From an optimization exercise on the open Yosys and OpenROAD flow, aimed at small area, a short achievable clock period and few clock cycles; shortcuts taken in it are not production practice.
No functional check of the RTL was part of this run.

==> design/flow/design.v <==
`timescale 1ns / 1ps
`default_nettype none
package nfv5_pkg;
	localparam logic [15:0] NF_VERSION = 16'd5;
	localparam int unsigned HDR_WORDS = 6;
	localparam int unsigned REC_WORDS = 12;
	localparam int unsigned DIV1000_MUL_W = 29;
	localparam logic [DIV1000_MUL_W-1:0] DIV1000_MUL = 29'd274877907;
	localparam int unsigned DIV1000_SHIFT = 38;
	localparam int unsigned MS_Q_W = 23;
	localparam logic [31:0] K1000 = 32'd1000;
	typedef struct packed {
		logic [31:0] src_ip;
		logic [31:0] dst_ip;
		logic [31:0] packet_count;
		logic [31:0] byte_count;
		logic [31:0] ms_first;
		logic [31:0] ms_last;
		logic [31:0] epoch_secs;
		logic [31:0] epoch_nsecs;
		logic [15:0] src_port;
		logic [15:0] dst_port;
		logic [7:0]  tcp_flag_bits;
		logic [7:0]  protocol;
		logic        end_of_batch;
	} flow_ms_t;
endpackage
`default_nettype wire
`timescale 1ns / 1ps
`default_nettype none
module netflow_v5_packet_builder_core #(
	parameter int unsigned RECORDS_PER_PACKET = 30
) (
	input  logic        clk,
	input  logic        arst_n,
	input  logic        flow_valid,
	output logic        flow_ready,
	input  logic [31:0] flow_src_ip,
	input  logic [31:0] flow_dst_ip,
	input  logic [31:0] flow_packet_count,
	input  logic [31:0] flow_byte_count,
	input  logic [63:0] flow_first_seen,
	input  logic [63:0] flow_last_seen,
	input  logic [15:0] flow_src_port,
	input  logic [15:0] flow_dst_port,
	input  logic [7:0]  flow_tcp_flag_bits,
	input  logic [7:0]  flow_protocol,
	input  logic        flow_end_of_batch,
	output logic        words_valid,
	input  logic        words_ready,
	output logic [8:0]  words_word_index,
	output logic [31:0] words_data_word,
	output logic        words_last_of_packet
);
	function automatic logic [10:0] div125_step4(input logic [6:0] r_in, input logic [3:0] d);
		logic [7:0] x;
		logic [6:0] r;
		logic [3:0] q;
		r = r_in;
		for (int i = 3; i >= 0; i--) begin
			x = {r, d[i]};
			q[i] = (x >= 8'd125);
			r = q[i] ? 7'(x - 8'd125) : x[6:0];
		end
		div125_step4 = {q, r};
	endfunction
	logic [31:0] r_src, r_dst, r_pc, r_bc, r_ports;
	logic [7:0]  r_flags, r_proto;
	logic [31:0] sf, sl;            
	logic [23:0] uf, ul;            
	logic [6:0]  rf, rl;            
	logic [31:0] base_q, seq_q, h_up, h_secs, h_ns;
	logic [4:0]  cnt_q, hcnt_q;
	logic        opn_q;             
	logic [3:0]  ck_q;              
	logic        c_b0, c_opn;       
	logic        fr_q, busy_q, ov_q, close_q, pend_q, pend_close_q;
	logic [4:0]  pos_q;
	logic [8:0]  widx_q;
	logic       take, close_in;
	logic [4:0] cnt_in;
	assign take     = flow_valid && fr_q;
	assign cnt_in   = opn_q ? 5'd1 : cnt_q + 5'd1;
	assign close_in = (cnt_in == 5'(RECORDS_PER_PACKET)) || flow_end_of_batch;
	logic [10:0] dvf, dvl;
	logic [31:0] qf, ql;
	logic [31:0] f_a, f_b, f_sum, l_a, l_b, l_sum;
	logic        f_ci, l_ci;
	logic [31:0] f_min;
	assign dvf = div125_step4(rf, uf[23:20]);
	assign dvl = div125_step4(rl, ul[23:20]);
	assign qf  = {8'd0, uf};
	assign ql  = {8'd0, ul};
	always_comb begin
		f_a  = sf;
		f_b  = qf;
		f_ci = 1'b0;
		l_a  = sl;
		l_b  = ql;
		l_ci = 1'b0;
		if (ck_q <= 4'd3) begin
			f_b = sf << 2;
			l_b = sl << 2;
		end else if (ck_q == 4'd4) begin
			f_a  = sf << 3;
			f_b  = c_b0 ? 32'd0 : ~base_q;
			f_ci = !c_b0;
			l_a  = sl << 3;
			l_b  = c_b0 ? ~(sf << 3) : ~base_q;
			l_ci = 1'b1;
		end else if (ck_q == 4'd8) begin
			l_b  = c_b0 ? ~qf : 32'hffffffff;
			l_ci = 1'b1;
		end
	end
	assign f_sum = f_a + f_b + 32'(f_ci);
	assign l_sum = l_a + l_b + 32'(l_ci);
	assign f_min = (f_sum > l_sum) ? l_sum : f_sum;
	logic hs, last_w, avail6, avail7, nxt_start;
	logic [4:0] pos_inc;
	assign hs      = ov_q && words_ready;
	assign last_w  = close_q ? (pos_q == 5'd17) : (pos_q == 5'd11);
	assign pos_inc = pos_q + 5'd1;
	assign avail6  = (ck_q == 4'd0) || (ck_q >= 4'd7);
	assign avail7  = (ck_q == 4'd0) || (ck_q == 4'd8);
	logic       busy_n, ov_n, close_n, pend_n, pend_close_n, fr_n;
	logic [4:0] pos_n;
	always_comb begin
		busy_n       = busy_q;
		ov_n         = ov_q;
		close_n      = close_q;
		pend_n       = pend_q;
		pend_close_n = pend_close_q;
		pos_n        = pos_q;
		if (take) begin
			pend_n       = 1'b1;
			pend_close_n = close_in;
		end
		if (!busy_q) begin
			if (take) begin
				busy_n  = 1'b1;
				pos_n   = 5'd0;
				ov_n    = 1'b1;
				close_n = close_in;
				pend_n  = 1'b0;
			end
		end else if (!ov_q || words_ready) begin
			if (ov_q && last_w) begin
				if (pend_n) begin
					pos_n   = 5'd0;
					ov_n    = 1'b1;
					close_n = pend_close_n;
					pend_n  = 1'b0;
				end else begin
					busy_n = 1'b0;
					ov_n   = 1'b0;
				end
			end else begin
				if (ov_q) pos_n = pos_inc;
				ov_n = (pos_n == 5'd6) ? avail6 : (pos_n == 5'd7) ? avail7 : 1'b1;
			end
		end
		fr_n = !pend_n && (!busy_n ||
			(close_n ? (pos_n >= 5'd16) : (pos_n >= 5'd10)));
	end
	always_ff @(posedge clk or negedge arst_n) begin
		if (!arst_n) begin
			fr_q         <= 1'b1;
			busy_q       <= 1'b0;
			ov_q         <= 1'b0;
			close_q      <= 1'b0;
			pend_q       <= 1'b0;
			pend_close_q <= 1'b0;
			pos_q        <= 5'd0;
			widx_q       <= 9'd6;
			ck_q         <= 4'd0;
			opn_q        <= 1'b1;
			cnt_q        <= 5'd0;
			hcnt_q       <= 5'd0;
			base_q       <= 32'd0;
			seq_q        <= 32'd0;
		end else begin
			fr_q         <= fr_n;
			busy_q       <= busy_n;
			ov_q         <= ov_n;
			close_q      <= close_n;
			pend_q       <= pend_n;
			pend_close_q <= pend_close_n;
			pos_q        <= pos_n;
			if (hs) widx_q <= (close_q && pos_q == 5'd11) ? 9'd0 : widx_q + 9'd1;
			if (hs && close_q && pos_q == 5'd11) hcnt_q <= cnt_q;
			if (hs && pos_q == 5'd16) seq_q <= seq_q + 32'(hcnt_q);
			if (take) begin
				opn_q <= close_in;
				cnt_q <= cnt_in;
				ck_q  <= 4'd1;
			end else if (ck_q == 4'd8) begin
				ck_q <= 4'd0;
			end else if (ck_q != 4'd0) begin
				ck_q <= ck_q + 4'd1;
			end
			if (ck_q == 4'd7 && c_b0) base_q <= f_sum;
		end
	end
	always_ff @(posedge clk) begin
		if (fr_q) begin
			r_src   <= flow_src_ip;
			r_dst   <= flow_dst_ip;
			r_pc    <= flow_packet_count;
			r_bc    <= flow_byte_count;
			r_ports <= {flow_src_port, flow_dst_port};
			r_flags <= flow_tcp_flag_bits;
			r_proto <= flow_protocol;
			sf      <= flow_first_seen[63:32];
			sl      <= flow_last_seen[63:32];
			uf      <= flow_first_seen[26:3];
			ul      <= flow_last_seen[26:3];
			rf      <= {2'd0, flow_first_seen[31:27]};
			rl      <= {2'd0, flow_last_seen[31:27]};
			c_b0    <= (base_q == 32'd0);
			c_opn   <= opn_q;
			if (opn_q) begin
				h_secs <= flow_last_seen[63:32];
				h_ns   <= flow_last_seen[31:0];
			end
		end else begin
			if (ck_q >= 4'd1 && ck_q <= 4'd6) begin
				uf <= {uf[19:0], dvf[10:7]};
				rf <= dvf[6:0];
				ul <= {ul[19:0], dvl[10:7]};
				rl <= dvl[6:0];
			end
			if (ck_q >= 4'd1 && ck_q <= 4'd4) begin
				sf <= f_sum;
				sl <= l_sum;
				if (c_opn) h_ns <= (ck_q == 4'd4) ? (h_ns << 3) : (h_ns + (h_ns << 2));
			end
			if (ck_q == 4'd7) begin
				sf <= c_b0 ? 32'd0 : f_min;
				sl <= l_sum;
			end
			if (ck_q == 4'd8) begin
				sl <= l_sum;
				if (c_opn) h_up <= l_sum;
			end
		end
	end
	always_comb begin
		case (pos_q)
			5'd0:    words_data_word = r_src;
			5'd1:    words_data_word = r_dst;
			5'd4:    words_data_word = r_pc;
			5'd5:    words_data_word = r_bc;
			5'd6:    words_data_word = sf;
			5'd7:    words_data_word = sl;
			5'd8:    words_data_word = r_ports;
			5'd9:    words_data_word = {8'h00, r_flags, r_proto, 8'h00};
			5'd12:   words_data_word = {16'd5, 11'd0, hcnt_q};
			5'd13:   words_data_word = h_up;
			5'd14:   words_data_word = h_secs;
			5'd15:   words_data_word = h_ns;
			5'd16:   words_data_word = seq_q;
			default: words_data_word = 32'd0;
		endcase
	end
	assign flow_ready           = fr_q;
	assign words_valid          = ov_q;
	assign words_word_index     = widx_q;
	assign words_last_of_packet = (pos_q == 5'd17);
endmodule
`default_nettype wire
==> design/flow/run.sh <==
#!/bin/bash
# synth_recipe.tcl (not shown) runs the flow's synth.tcl, then flattens the netlist and writes it again
# the make line also repeats each setting of config.mk as NAME=value (left out here)
make -C /OpenROAD-flow-scripts/flow DESIGN_CONFIG=/design/flow/config.mk WORK_HOME=/design/flow/orfs CLKGATE_MAP_FILE= SYNTH_SCRIPT=/design/flow/synth_recipe.tcl finish
==> design/flow/config.mk <==
export PLATFORM = sky130hd
export DESIGN_NAME = netflow_v5_packet_builder_core
export DESIGN_NICKNAME = netflow_v5_packet_builder_core
export VERILOG_FILES = /design/flow/design.v
export SDC_FILE = /design/flow/constraint.sdc
export NUM_CORES = 4
export LEC_CHECK = 0
export CAP_MARGIN = 20
export CORE_MARGIN = 2
export CORE_UTILIZATION = 40
export PLACE_DENSITY = 0.6
export SLEW_MARGIN = 20
==> design/flow/constraint.sdc <==
create_clock -name core_clock -period 10.0 [get_ports {clk}]
set_input_delay 2.0000 -clock core_clock [delete_from_list [all_inputs] [get_ports {clk}]]
set_output_delay 2.0000 -clock core_clock [all_outputs]
set_load 0.01 [all_outputs]
==> impl_metrics.json <==
{
  "ant_nets": 0,
  "cts_tree": "built",
  "timing_hold_violations_final": 0,
  "r2r-start": "ck_q[1]",
  "clock_sinks": 499,
  "final_nets": 3874,
  "rsz0062_at_grt": "no",
  "initial_core_util": 0.4049,
  "async_reset_ff_frac": 0.1984,
  "grt_pass1_vias": 25220,
  "io_buffer_count": 349,
  "critPathLaunchType": "flop",
  "worst_pin_slew_ps": 1031,
  "cts_buffers": 56,
  "slew_headroom": 0.3127,
  "period_minus_slack_ps": 8516,
  "totalWireLength_um": 114800,
  "r2r_slack_ps": 1480,
  "wl_per_cell_um": 25.58,
  "synth_area_per_cell_um2": 9.922,
  "gp_congestion": 0.9693,
  "crit_top_cell": "a21oi_1",
  "netlist_instances": 3110,
  "crit_fanout": 19,
  "syn_nets": 3579,
  "layout.cells.non_filler": 4489,
  "syn_area_mm2": 0.03086,
  "synth.yosys.seq_area_share": 0.4684,
  "synth_top_flop_cell": "edfxtp_1",
  "clk_pin_slew_ps": 70,
  "max_stage_delay_ps": 620,
  "dr.pass1.iters": 9,
  "finalCritPeriodShare": 0.8516,
  "drt_iter0_drc": 2960,
  "cp-end-kind": "flop",
  "areaGrowthSynthToFinish_pct": 21.21,
  "slew_violations": 0,
  "placed_area_mm2": 0.03545,
  "rows": 101,
  "max_freq_ghz": 0.1174,
  "yosys_warnings": 1,
  "rr_worst_depth": 29,
  "hold_ws_ps": 474.8,
  "grt_overflow": 0,
  "fp.dieW_um": 281.7,
  "place_hpwl_um": 87400,
  "cp-startpoint": "ck_q[1]",
  "crit_type": "flop to flop",
  "cpMaxStageDelayCell": "o211a_1",
  "dp_cells": 4376,
  "io_pins": 353,
  "cts_hold_buf": 0,
  "die_y_um": 281.7,
  "grt_max_degree": 84,
  "crit_end": "sf[23]",
  "synth_edf_count": 396,
  "grt_use_total": 0.2834,
  "synth-seq-cells": 499,
  "cts_max_level": 2,
  "drive_gt1_frac": 0.07590,
  "die_area_mm2": 0.07938,
  "outcome": "no timing/DRC/antenna violations",
  "r2r_end": "sf[23]",
  "fillers": 7082,
  "grt_pass1_wl_um": 166100,
  "cts_buffer_depth": 3,
  "worstPathRequired_ps": 10360,
  "setup_viol": 0,
  "drc": 0,
  "finalWorstSetupSlack_ps": 1484,
  "postCtsSetupRepairBufs": 0,
  "cts_resized": 0,
  "tns_ps": 0,
  "antenna_found_initial": 8,
  "hold_class": "flop to flop",
  "via_per_inst": 5.943,
  "final_cell_area_mm2": 0.03740,
  "num_vias": 26680,
  "maxCapViolations": 0,
  "arrival_ps": 8880,
  "ys_types": 95,
  "root_buffer": "clkbuf_16",
  "finClkSkew_ps": 44.57,
  "place_ws_ps": 1679,
  "clock_latency_ps": 650,
  "core_mm2": 0.07620
}
-- cell usage in the layout (no fill, tap or decap), drive strengths merged, types with 23 or more instances in the layout --
cell	count
o21a	34
mux2i	64
clkdlybuf4s50	348
a22oi	61
nand3	95
buf	43
nand4	28
xor2	57
o21ai	199
a222oi	43
nor2b	26
a221oi	39
a22o	34
o211ai	23
mux2	57
a21oi	185
dfrtp	95
nand2	529
and3	42
nand2b	26
inv	114
nor2	146
clkbuf	74
a21o	53
ha	154
edfxtp	396
xnor2	86
nor3	51
-- critical path: cells and delay by family (launching register included) --
family / cells / cell delay, ps
buffers and inverters: 4 / 940
adder cells (fa/ha/maj): 3 / 930
flip-flops: 1 / 460
multiplexers: 1 / 250
XOR/XNOR: 1 / 150
AO/OA/AOI/OAI: 13 / 3500
AND/OR/NAND/NOR: 7 / 1970
-- worst min-delay path by stage --
stage / cells after the start / end / from / slack, ps
6_report: 1 / seq_q[31] / seq_q[31] / 470
5_1_grt: 1 / seq_q[31] / seq_q[31] / 500
4_1_cts: 1 / seq_q[31] / seq_q[31] / 480
3_5_place_dp: 2 / pend_close_q / pend_close_q / 470
3_3_place_gp: 2 / pend_close_q / pend_close_q / 460
2_1_floorplan: 2 / pend_close_q / pend_close_q / 440
-- state kept, by name, indices dropped and copies added (netlist names), 24 cells and up --
name / flops
r_pc: 32
h_ns: 32
r_src: 32
ul: 24
seq_q: 32
r_bc: 32
sl: 32
sf: 32
h_up: 32
r_dst: 32
base_q: 32
uf: 24
r_ports: 32
h_secs: 32
-- metal layers --
metal,vias up,part of all wire,global-route usage
met2,1159,0.47,0.4660
met5,-,0,0
met3,215,0.077,0.03961
met1,13020,0.41,0.3794
met4,0,0.041,0.1076
li1,12280,-,-
-- area by class of cell --
| type | count | area [um^2] | area share |
|---|---|---|---|
| multi-input cells | 2345 | 15490 | 0.4141 |
| flip-flops and latches | 499 | 14460 | 0.3866 |
| clock buffers | 74 | 1529 | 0.04088 |
| inverters | 112 | 420.4 | 0.01124 |
| clock inverters | 31 | 382.9 | 0.01024 |
| diodes | 7 | 17.52 | 0.0004684 |
| well taps | 1030 | 1289 | 0.03446 |
| repair buffers | 391 | 3819 | 0.1021 |
-- stage by stage --
| stage | utilization |
|---|---|
| 2_1_floorplan | - |
| 3_3_place_gp | 0.4652 |
| 4_1_cts | 0.4902 |
| 3_5_place_dp | 0.4652 |
| 5_1_grt | 0.4908 |
| 6_report | 0.4908 |
-- kinds of logic (layout without fill, tap and decap cells) --
kind of cell,count (synthesis),count (layout),synth area share
compound gates,878,878,0.1962
xor+xnor,143,143,0.04059
fa+ha+maj,160,160,0.06634
buf+inv,266,608,0.03288
flops,499,499,0.4684
mux,121,121,0.04168
other cells,0,7,0
simple gates,1043,1043,0.1539
-- cell usage after synthesis (38+ instances only) --
cell type / count / area, um^2
nand2_1: 527 / 1978
edfxtp_1: 396 / 11890
o21ai_0: 196 / 980.9
a21oi_1: 185 / 925.9
ha_1: 154 / 1927
nor2_1: 146 / 548.0
clkbuf_1: 132 / 495.5
inv_1: 111 / 416.7
dfrtp_1: 95 / 2377
nand3_1: 94 / 470.5
xnor2_1: 86 / 753.2
mux2i_1: 64 / 640.6
a22oi_1: 61 / 457.9
xor2_1: 57 / 499.2
mux2_2: 56 / 630.6
a21o_1: 53 / 397.9
nor3_1: 51 / 255.2
a222oi_1: 43 / 430.4
and3_1: 41 / 256.5
a221oi_1: 38 / 332.8

==> static timing again, ports no longer ideal <==
The results above use ideal ports. As a check the final layout listed here was re-extracted and re-timed, cells and wires unchanged.
Step 1 assumes that a clkbuf_16 drives the clock port and a buf_2 every other input.
Step 2 also shifts input and output timing later by t, the mid clock arrival at the registers, as if the neighbouring blocks saw the same clock.
Slacks: no drivers / after step 1 / after step 2; pairs: no drivers / after step 1.
t (ns): 0.690
slack for setup (ns): 1.484 / 1.484 / 1.484
worst hold slack (ns): 0.475 / 0.475 / 0.475
After both steps setup and hold are still met in this run. The setup slack of this run moves by 0.000 ns with the drivers and by 0.000 ns with both steps.
